Source: an optimization exercise on an open RTL-to-GDS flow (aim: small area and a short achievable clock period). Production flows keep margins and buffers that such runs may drop. Power figures rest on the tool's default switching activity, not on a simulated workload.

==> module sync_fifo, before the edit <==
module sync_fifo #(
    parameter int  WIDTH     = 8,
    parameter int  ADDR_W    = 4,
    parameter int  LO_BITS   = 4,
    parameter bit  SPACED_POPS = 1'b0
) (
    input  logic     i_clk,
    input  logic     i_rst,
    input  logic     i_wr,
    input  logic     i_rd,
    input  logic [WIDTH-1:0] i_w_data,
    output logic [WIDTH-1:0] o_r_data,
    output logic     o_empty,
    output logic     o_empty_nxt,
    output logic     o_not_full
);
    localparam int DEPTH = 1 << ADDR_W;
    localparam int LO_W  = (ADDR_W >= LO_BITS) ? LO_BITS : ADDR_W;
    localparam int HI_W  = ADDR_W - LO_W;
    localparam int NLO   = 1 << LO_W;
    localparam int NHI   = 1 << HI_W;
    localparam logic [NLO-1:0] LO_FIRST_N = ~(NLO'(1));
    localparam logic [NHI-1:0] HI_FIRST_N = ~(NHI'(1));
    logic [DEPTH-1:0][WIDTH-1:0] mem;
    logic [WIDTH-1:0]  head;
    logic [WIDTH-1:0]  head_nxt;
    logic [WIDTH-1:0]  nxt;
    logic [NHI-1:0][WIDTH-1:0] grp_q;
    logic [WIDTH-1:0]  last_w;
    logic              was_one;
    logic [WIDTH-1:0]  r_out;
    logic [WIDTH-1:0]  out_nxt;
    logic [NLO-1:0]    rlo;
    logic [NHI-1:0]    rhi;
    logic              empty_q;
    logic              one_q;
    logic              nfull_q;
    logic              push;
    logic              pop;
    logic              inc;
    logic              dec;
    logic              empty_n;
    logic [NLO-1:0]    wlo;
    logic [NHI-1:0]    whi;
    logic [NLO-1:0]    wlo_n;
    logic [NHI-1:0]    whi_n;
    logic [NHI-1:0][WIDTH-1:0] grp;
    logic              two;
    logic              f_last;
    logic [NHI-1:0]    rhi_up;
    logic [NHI-1:0]    rhi_dn;
    logic [WIDTH-1:0]  rd_word;
    assign push = i_wr & nfull_q;
    assign pop  = i_rd & ~empty_q;
    assign inc  = push & ~pop;
    assign dec  = pop & ~push;
    assign empty_n = inc ? 1'b0 : (dec ? one_q : empty_q);
    always_ff @(posedge i_clk)
    begin
        for (int k = 0; k < DEPTH; k++)
        begin
            if (whi[k / NLO] & wlo[k % NLO])
            begin
                mem[k] <= i_w_data;
            end
        end
    end
    always_comb
    begin
        for (int h = 0; h < NHI; h++)
        begin
            grp[h] = '0;
            for (int l = 0; l < NLO; l++)
            begin
                grp[h] = grp[h] | (mem[h * NLO + l] & {WIDTH{rlo[l]}});
            end
        end
    end
    generate
        if (SPACED_POPS)
        begin : g_prefetch
            always_ff @(posedge i_clk)
            begin
                grp_q   <= grp;
                last_w  <= i_w_data;
                was_one <= one_q;
            end
            always_comb
            begin
                rd_word = '0;
                for (int h = 0; h < NHI; h++)
                begin
                    rd_word = rd_word | (grp_q[h] & {WIDTH{rhi[h]}});
                end
                nxt = was_one ? last_w : rd_word;
            end
        end
        else
        begin : g_direct
            always_comb
            begin
                rd_word = '0;
                for (int h = 0; h < NHI; h++)
                begin
                    rd_word = rd_word | (grp[h] & {WIDTH{rhi[h]}});
                end
                nxt = rd_word;
            end
        end
    endgenerate
    assign head_nxt = (empty_q | (pop & one_q)) ? i_w_data : (pop ? nxt : head);
    assign out_nxt = pop ? (one_q ? i_w_data : nxt) : (empty_q ? i_w_data : head);
    always_ff @(posedge i_clk)
    begin
        head  <= head_nxt;
        r_out <= out_nxt;
    end
    assign wlo = ~wlo_n;
    assign whi = ~whi_n;
    assign rhi_up = rlo[NLO-1] ? ((rhi << 1) | (rhi >> (NHI - 1))) : rhi;
    assign rhi_dn = (rlo[0] | rlo[1]) ? ((rhi >> 1) | (rhi << (NHI - 1))) : rhi;
    assign two    = (|(wlo & ((rlo << 1) | (rlo >> (NLO - 1))))) & (|(whi & rhi_up));
    assign f_last = (|(wlo & ((rlo >> 2) | (rlo << (NLO - 2))))) & (|(whi & rhi_dn));
    always_ff @(posedge i_clk)
    begin
        if (i_rst)
        begin
            wlo_n   <= LO_FIRST_N;
            whi_n   <= HI_FIRST_N;
            rlo     <= NLO'(2);
            rhi     <= NHI'(1);
            empty_q <= 1'b1;
            one_q   <= 1'b0;
            nfull_q <= 1'b1;
        end
        else
        begin
            if (push)
            begin
                wlo_n <= (wlo_n << 1) | (wlo_n >> (NLO - 1));
                if (~wlo_n[NLO-1])
                begin
                    whi_n <= (whi_n << 1) | (whi_n >> (NHI - 1));
                end
            end
            if (pop)
            begin
                rlo <= (rlo << 1) | (rlo >> (NLO - 1));
                if (rlo[NLO-1])
                begin
                    rhi <= (rhi << 1) | (rhi >> (NHI - 1));
                end
            end
            empty_q <= empty_n;
            one_q   <= inc ? empty_q : (dec ? two : one_q);
            nfull_q <= inc ? ~f_last : (dec ? 1'b1 : nfull_q);
        end
    end
    assign o_r_data    = r_out;
    assign o_empty     = empty_q;
    assign o_empty_nxt = i_rst | empty_n;
    assign o_not_full  = nfull_q;
endmodule
Settings: LEC_CHECK=0, CAP_MARGIN=20, CORE_MARGIN=2, CORE_UTILIZATION=65, CTS_CLUSTER_DIAMETER=100, CTS_CLUSTER_SIZE=24, SETUP_SLACK_MARGIN=3.4, SLEW_MARGIN=20; clock period 6.0 ns.
standard.sh (not shown) runs the stock make flow with config.mk's settings and CLKGATE_MAP_FILE= SYNTH_SCRIPT=/design/flow/synth_recipe.tcl, a recipe that flattens the netlist after the stock synthesis.
==> flow/flow/run.sh <==
#!/bin/bash
# Layout flow: the standard flow (standard.sh) with different tool options
# for the port buffers and the clock tree. Each ORFS step keeps its own log
# under orfs/logs/; the make output goes to standard_flow.log here.
set -e
cp standard.sh standard_sh_used.txt
# Port buffers: a regular buffer instead of the default pick (a delay cell)
export BUFFER_PORTS_ARGS="-buffer_cell sky130_fd_sc_hd__buf_4"
# Clock tree: larger sink clusters and no dummy loads
export CTS_ARGS="-sink_clustering_enable -repair_clock_nets -sink_clustering_size 24 -sink_clustering_max_diameter 100 -dont_use_dummy_load"
bash standard.sh finish > standard_flow.log 2>&1
The first run went through all stages and came out clean.
Rerun with:
--- a/flow/design.v
+++ b/flow/design.v
@@ -45,9 +45,8 @@
     logic [NHI-1:0][WIDTH-1:0] grp_q;
     logic [WIDTH-1:0]  last_w;
     logic              was_one;
     logic [WIDTH-1:0]  r_out;
-    logic [WIDTH-1:0]  out_nxt;
     logic [NLO-1:0]    rlo;
     logic [NHI-1:0]    rhi;
     logic              empty_q;
     logic              one_q;
@@ -125,13 +124,12 @@
             end
         end
     endgenerate
     assign head_nxt = (empty_q | (pop & one_q)) ? i_w_data : (pop ? nxt : head);
-    assign out_nxt = pop ? (one_q ? i_w_data : nxt) : (empty_q ? i_w_data : head);
     always_ff @(posedge i_clk)
     begin
         head  <= head_nxt;
-        r_out <= out_nxt;
+        r_out <= head_nxt;
     end
     assign wlo = ~wlo_n;
     assign whi = ~whi_n;
     assign rhi_up = rlo[NLO-1] ? ((rhi << 1) | (rhi >> (NHI - 1))) : rhi;
After rerunning: Via count falls slightly; total power barely changes; utilization falls by 0.14 points; die area falls slightly; clock skew stays flat; count of clock-buffer cells in the layout is unchanged; sequential share of layout area hardly moves; critical path depth falls by 4; worst setup slack degrades by 0.051 ns.
No functional check of the RTL was part of any run of this note.

---

Another version of the RTL of tenc_bridge_top (not shown whole).
For scale: roughly 4,900 cells after synthesis, roughly 160 I/O pins, ~0.084 mm^2 of cells after synthesis.
==> module sync_fifo, before the edit <==
module sync_fifo #(
    parameter int  WIDTH     = 8,
    parameter int  ADDR_W    = 4
) (
    input  logic     i_clk,
    input  logic     i_rst,
    input  logic     i_wr,
    input  logic     i_rd,
    input  logic [WIDTH-1:0] i_w_data,
    output logic [WIDTH-1:0] o_r_data,
    output logic     o_empty,
    output logic     o_empty_nxt,
    output logic     o_not_full
);
    localparam int DEPTH = 1 << ADDR_W;
    localparam int LO_W  = (ADDR_W >= 4) ? 4 : ADDR_W;
    localparam int HI_W  = ADDR_W - LO_W;
    localparam int NLO   = 1 << LO_W;
    localparam int NHI   = 1 << HI_W;
    logic [DEPTH-1:0][WIDTH-1:0] mem;
    logic [WIDTH-1:0]  head;
    logic [ADDR_W-1:0] wp;
    logic [NLO-1:0]    rlo;
    logic [NHI-1:0]    rhi;
    logic              empty_q;
    logic              one_q;
    logic              nfull_q;
    logic              push;
    logic              pop;
    logic              inc;
    logic              dec;
    logic              empty_n;
    logic [NLO-1:0]    wlo;
    logic [NHI-1:0]    whi;
    logic [NHI-1:0][WIDTH-1:0] grp;
    logic              two;
    logic              f_last;
    logic [NHI-1:0]    rhi_up;
    logic [NHI-1:0]    rhi_dn;
    logic [WIDTH-1:0]  rd_word;
    assign push = i_wr & nfull_q;
    assign pop  = i_rd & ~empty_q;
    assign inc  = push & ~pop;
    assign dec  = pop & ~push;
    assign empty_n = inc ? 1'b0 : (dec ? one_q : empty_q);
    always_comb
    begin
        wlo = NLO'(1) << (wp % NLO);
        whi = NHI'(1) << (wp / NLO);
    end
    always_ff @(posedge i_clk)
    begin
        for (int k = 0; k < DEPTH; k++)
        begin
            if (whi[k / NLO] & wlo[k % NLO])
            begin
                mem[k] <= i_w_data;
            end
        end
    end
    always_comb
    begin
        rd_word = '0;
        for (int h = 0; h < NHI; h++)
        begin
            grp[h] = '0;
            for (int l = 0; l < NLO; l++)
            begin
                grp[h] = grp[h] | (mem[h * NLO + l] & {WIDTH{rlo[l]}});
            end
            rd_word = rd_word | (grp[h] & {WIDTH{rhi[h]}});
        end
    end
    always_ff @(posedge i_clk)
    begin
        if (empty_q | (pop & one_q))
        begin
            head <= i_w_data;
        end
        else if (pop)
        begin
            head <= rd_word;
        end
    end
    assign rhi_up = rlo[NLO-1] ? ((rhi << 1) | (rhi >> (NHI - 1))) : rhi;
    assign rhi_dn = (rlo[0] | rlo[1]) ? ((rhi >> 1) | (rhi << (NHI - 1))) : rhi;
    assign two    = (|(wlo & ((rlo << 1) | (rlo >> (NLO - 1))))) & (|(whi & rhi_up));
    assign f_last = (|(wlo & ((rlo >> 2) | (rlo << (NLO - 2))))) & (|(whi & rhi_dn));
    always_ff @(posedge i_clk)
    begin
        if (i_rst)
        begin
            wp      <= '0;
            rlo     <= NLO'(2);
            rhi     <= NHI'(1);
            empty_q <= 1'b1;
            one_q   <= 1'b0;
            nfull_q <= 1'b1;
        end
        else
        begin
            if (push)
            begin
                wp <= wp + 1'b1;
            end
            if (pop)
            begin
                rlo <= (rlo << 1) | (rlo >> (NLO - 1));
                if (rlo[NLO-1])
                begin
                    rhi <= (rhi << 1) | (rhi >> (NHI - 1));
                end
            end
            empty_q <= empty_n;
            one_q   <= inc ? empty_q : (dec ? two : one_q);
            nfull_q <= inc ? ~f_last : (dec ? 1'b1 : nfull_q);
        end
    end
    assign o_r_data    = head;
    assign o_empty     = empty_q;
    assign o_empty_nxt = i_rst | empty_n;
    assign o_not_full  = nfull_q;
endmodule
==> module tenc_bridge_top, before the edit <==
module tenc_bridge_top
(
    input  logic       i_clk,
    input  logic       i_rst,
    input  logic       i_wb_cyc,
    input  logic       i_wb_stb,
    input  logic       i_wb_we,
    input  tenc_pkg::wb_data_t   i_wb_dat,
    output logic       o_wb_ack,
    output tenc_pkg::wb_data_t   o_wb_dat,
    input  tenc_pkg::code_sel_t  i_param_sel,
    output logic       o_enc_valid,
    input  logic       i_enc_ready,
    output tenc_pkg::in_sym_t    o_enc_sym,
    input  logic       i_res_valid,
    output logic       o_res_ready,
    input  tenc_pkg::res_word_t  i_res_word,
    output tenc_pkg::blocksize_t o_blocksize,
    output tenc_pkg::perm_p_t    o_p,
    output tenc_pkg::perm_q_t    o_q0,
    output tenc_pkg::perm_q_t    o_q1,
    output tenc_pkg::perm_q_t    o_q2,
    output tenc_pkg::perm_q_t    o_q3
);
    logic      rx_push;
    tenc_pkg::in_sym_t   rx_sym;
    logic      rx_pop;
    logic      rx_empty;
    logic      rx_empty_nxt;
    logic      tx_push;
    logic      tx_pop;
    logic      tx_not_full;
    logic      tx_empty;
    tenc_pkg::res_word_t tx_head;
    logic      res_eof_accepted;
    assign o_res_ready      = tx_not_full;
    assign tx_push          = i_res_valid & tx_not_full;
    assign res_eof_accepted = tx_push & i_res_word.eof;
    wb_regs u_regs (
        .i_clk              (i_clk),
        .i_rst              (i_rst),
        .i_wb_cyc           (i_wb_cyc),
        .i_wb_stb           (i_wb_stb),
        .i_wb_we            (i_wb_we),
        .i_wb_dat           (i_wb_dat),
        .o_wb_ack           (o_wb_ack),
        .o_wb_dat           (o_wb_dat),
        .o_rx_push          (rx_push),
        .o_rx_sym           (rx_sym),
        .i_rx_empty         (rx_empty),
        .i_rx_empty_nxt     (rx_empty_nxt),
        .i_enc_ready        (i_enc_ready),
        .o_enc_valid        (o_enc_valid),
        .o_rx_pop           (rx_pop),
        .o_tx_pop           (tx_pop),
        .i_tx_head          (tx_head),
        .i_tx_empty         (tx_empty),
        .i_res_eof_accepted (res_eof_accepted)
    );
    sync_fifo #(
        .WIDTH     (2 + 2),
        .ADDR_W    (4)
    ) u_rx_fifo (
        .i_clk    (i_clk),
        .i_rst    (i_rst),
        .i_wr     (rx_push),
        .i_rd     (rx_pop),
        .i_w_data (rx_sym),
        .o_r_data (o_enc_sym),
        .o_empty  (rx_empty),
        .o_empty_nxt (rx_empty_nxt),
        .o_not_full  ()
    );
    sync_fifo #(
        .WIDTH     (6 + 2),
        .ADDR_W    (8)
    ) u_tx_fifo (
        .i_clk    (i_clk),
        .i_rst    (i_rst),
        .i_wr     (tx_push),
        .i_rd     (tx_pop),
        .i_w_data (i_res_word),
        .o_r_data (tx_head),
        .o_empty  (tx_empty),
        .o_empty_nxt (),
        .o_not_full  (tx_not_full)
    );
    code_param_rom u_rom (
        .i_clk       (i_clk),
        .i_rst       (i_rst),
        .i_sel       (i_param_sel),
        .o_blocksize (o_blocksize),
        .o_p         (o_p),
        .o_q0        (o_q0),
        .o_q1        (o_q1),
        .o_q2        (o_q2),
        .o_q3        (o_q3)
    );
endmodule
clock: 6.0 ns
lec_check: 0
cap_margin: 20
core_margin: 2
core_utilization: 65
setup_slack_margin: 3.3
slew_margin: 20
run.sh (not shown) runs the stock make flow with config.mk's settings and CLKGATE_MAP_FILE= SYNTH_SCRIPT=/design/flow/synth_recipe.tcl, a recipe that flattens the netlist after the stock synthesis.
Stock flow here: none of the scripts above is used.
Then changed:
--- a/flow/design.v
+++ b/flow/design.v
@@ -14,13 +14,14 @@
     typedef logic [12-1:0] perm_q_t;
     typedef logic [6-1:0] code_sel_t;
     typedef logic [32-1:0] wb_data_t;
 endpackage
 module sync_fifo #(
     parameter int  WIDTH     = 8,
-    parameter int  ADDR_W    = 4
+    parameter int  ADDR_W    = 4,
+    parameter bit  SPACED_POPS = 1'b0
 ) (
     input  logic     i_clk,
     input  logic     i_rst,
     input  logic     i_wr,
     input  logic     i_rd,
     input  logic [WIDTH-1:0] i_w_data,
@@ -31,43 +32,44 @@
 );
     localparam int DEPTH = 1 << ADDR_W;
     localparam int LO_W  = (ADDR_W >= 4) ? 4 : ADDR_W;
     localparam int HI_W  = ADDR_W - LO_W;
     localparam int NLO   = 1 << LO_W;
     localparam int NHI   = 1 << HI_W;
+    localparam logic [NLO-1:0] LO_FIRST_N = ~(NLO'(1));
+    localparam logic [NHI-1:0] HI_FIRST_N = ~(NHI'(1));
     logic [DEPTH-1:0][WIDTH-1:0] mem;
     logic [WIDTH-1:0]  head;
-    logic [ADDR_W-1:0] wp;
+    logic [WIDTH-1:0]  head_nxt;
+    logic [WIDTH-1:0]  nxt;
+    logic [WIDTH-1:0]  r_out;
     logic [NLO-1:0]    rlo;
     logic [NHI-1:0]    rhi;
     logic              empty_q;
     logic              one_q;
     logic              nfull_q;
     logic              push;
     logic              pop;
     logic              inc;
     logic              dec;
     logic              empty_n;
     logic [NLO-1:0]    wlo;
     logic [NHI-1:0]    whi;
+    logic [NLO-1:0]    wlo_n;
+    logic [NHI-1:0]    whi_n;
     logic [NHI-1:0][WIDTH-1:0] grp;
     logic              two;
     logic              f_last;
     logic [NHI-1:0]    rhi_up;
     logic [NHI-1:0]    rhi_dn;
     logic [WIDTH-1:0]  rd_word;
     assign push = i_wr & nfull_q;
     assign pop  = i_rd & ~empty_q;
     assign inc  = push & ~pop;
     assign dec  = pop & ~push;
     assign empty_n = inc ? 1'b0 : (dec ? one_q : empty_q);
-    always_comb
-    begin
-        wlo = NLO'(1) << (wp % NLO);
-        whi = NHI'(1) << (wp / NLO);
-    end
     always_ff @(posedge i_clk)
     begin
         for (int k = 0; k < DEPTH; k++)
         begin
             if (whi[k / NLO] & wlo[k % NLO])
             begin
@@ -85,43 +87,58 @@
             begin
                 grp[h] = grp[h] | (mem[h * NLO + l] & {WIDTH{rlo[l]}});
             end
             rd_word = rd_word | (grp[h] & {WIDTH{rhi[h]}});
         end
     end
-    always_ff @(posedge i_clk)
-    begin
-        if (empty_q | (pop & one_q))
-        begin
-            head <= i_w_data;
+    generate
+        if (SPACED_POPS)
+        begin : g_prefetch
+            always_ff @(posedge i_clk)
+            begin
+                nxt <= one_q ? i_w_data : rd_word;
+            end
         end
-        else if (pop)
-        begin
-            head <= rd_word;
+        else
+        begin : g_direct
+            assign nxt = rd_word;
         end
+    endgenerate
+    assign head_nxt = (empty_q | (pop & one_q)) ? i_w_data : (pop ? nxt : head);
+    always_ff @(posedge i_clk)
+    begin
+        head  <= head_nxt;
+        r_out <= head_nxt;
     end
+    assign wlo = ~wlo_n;
+    assign whi = ~whi_n;
     assign rhi_up = rlo[NLO-1] ? ((rhi << 1) | (rhi >> (NHI - 1))) : rhi;
     assign rhi_dn = (rlo[0] | rlo[1]) ? ((rhi >> 1) | (rhi << (NHI - 1))) : rhi;
     assign two    = (|(wlo & ((rlo << 1) | (rlo >> (NLO - 1))))) & (|(whi & rhi_up));
     assign f_last = (|(wlo & ((rlo >> 2) | (rlo << (NLO - 2))))) & (|(whi & rhi_dn));
     always_ff @(posedge i_clk)
     begin
         if (i_rst)
         begin
-            wp      <= '0;
+            wlo_n   <= LO_FIRST_N;
+            whi_n   <= HI_FIRST_N;
             rlo     <= NLO'(2);
             rhi     <= NHI'(1);
             empty_q <= 1'b1;
             one_q   <= 1'b0;
             nfull_q <= 1'b1;
         end
         else
         begin
             if (push)
             begin
-                wp <= wp + 1'b1;
+                wlo_n <= (wlo_n << 1) | (wlo_n >> (NLO - 1));
+                if (~wlo_n[NLO-1])
+                begin
+                    whi_n <= (whi_n << 1) | (whi_n >> (NHI - 1));
+                end
             end
             if (pop)
             begin
                 rlo <= (rlo << 1) | (rlo >> (NLO - 1));
                 if (rlo[NLO-1])
                 begin
@@ -130,13 +147,13 @@
             end
             empty_q <= empty_n;
             one_q   <= inc ? empty_q : (dec ? two : one_q);
             nfull_q <= inc ? ~f_last : (dec ? 1'b1 : nfull_q);
         end
     end
-    assign o_r_data    = head;
+    assign o_r_data    = r_out;
     assign o_empty     = empty_q;
     assign o_empty_nxt = i_rst | empty_n;
     assign o_not_full  = nfull_q;
 endmodule
 module wb_regs
 (
@@ -398,13 +415,14 @@
         .o_empty  (rx_empty),
         .o_empty_nxt (rx_empty_nxt),
         .o_not_full  ()
     );
     sync_fifo #(
         .WIDTH     (6 + 2),
-        .ADDR_W    (8)
+        .ADDR_W    (8),
+        .SPACED_POPS (1'b1)
     ) u_tx_fifo (
         .i_clk    (i_clk),
         .i_rst    (i_rst),
         .i_wr     (tx_push),
         .i_rd     (tx_pop),
         .i_w_data (i_res_word),
Setup slack is worse by 0.080 ns.
Critical path depth went down by 2.
Sequential power grows by about 4%.
Total power went up by 3.4%.
Design area shrinks by 0.51%.
Count of clock-buffer cells in the layout went up by 11.
Clock power stays flat.
No run of this note included a check of the RTL's function; only the layout flow was run.

static timing again, ports no longer ideal:
The results above use ideal ports. As a check the final layouts listed here were re-extracted and re-timed, cells and wires unchanged. Step 1, drivers: a clkbuf_16 drives i_clk and a buf_2 each remaining input, both assumed. Step 2 also shifts input and output timing later by t, the mid clock arrival at the registers, as if the neighbouring blocks saw the same clock. Three values: ideal, step 1, step 2; two values: the first two.
run | t, ns | setup slack, ns | hold WS [ns]
the first run of note 1 | 0.837 | 3.329 / 3.329 / 2.721 | 0.474 / 0.474 / 0.474
the second run of note 1 | 0.843 | 3.278 / 3.191 / 2.551 | 0.376 / 0.376 / 0.376
the first run of note 2 | 0.913 | 3.114 / 3.114 / 2.511 | 0.488 / 0.488 / 0.488
the second run of note 2 | 0.914 | 3.034 / 3.034 / 2.491 | 0.449 / 0.449 / 0.449
After both steps setup and hold are still met in every run listed. The setup slack of the second run of note 1, which loses most, moves by -0.087 ns with the drivers and by -0.727 ns with both steps.
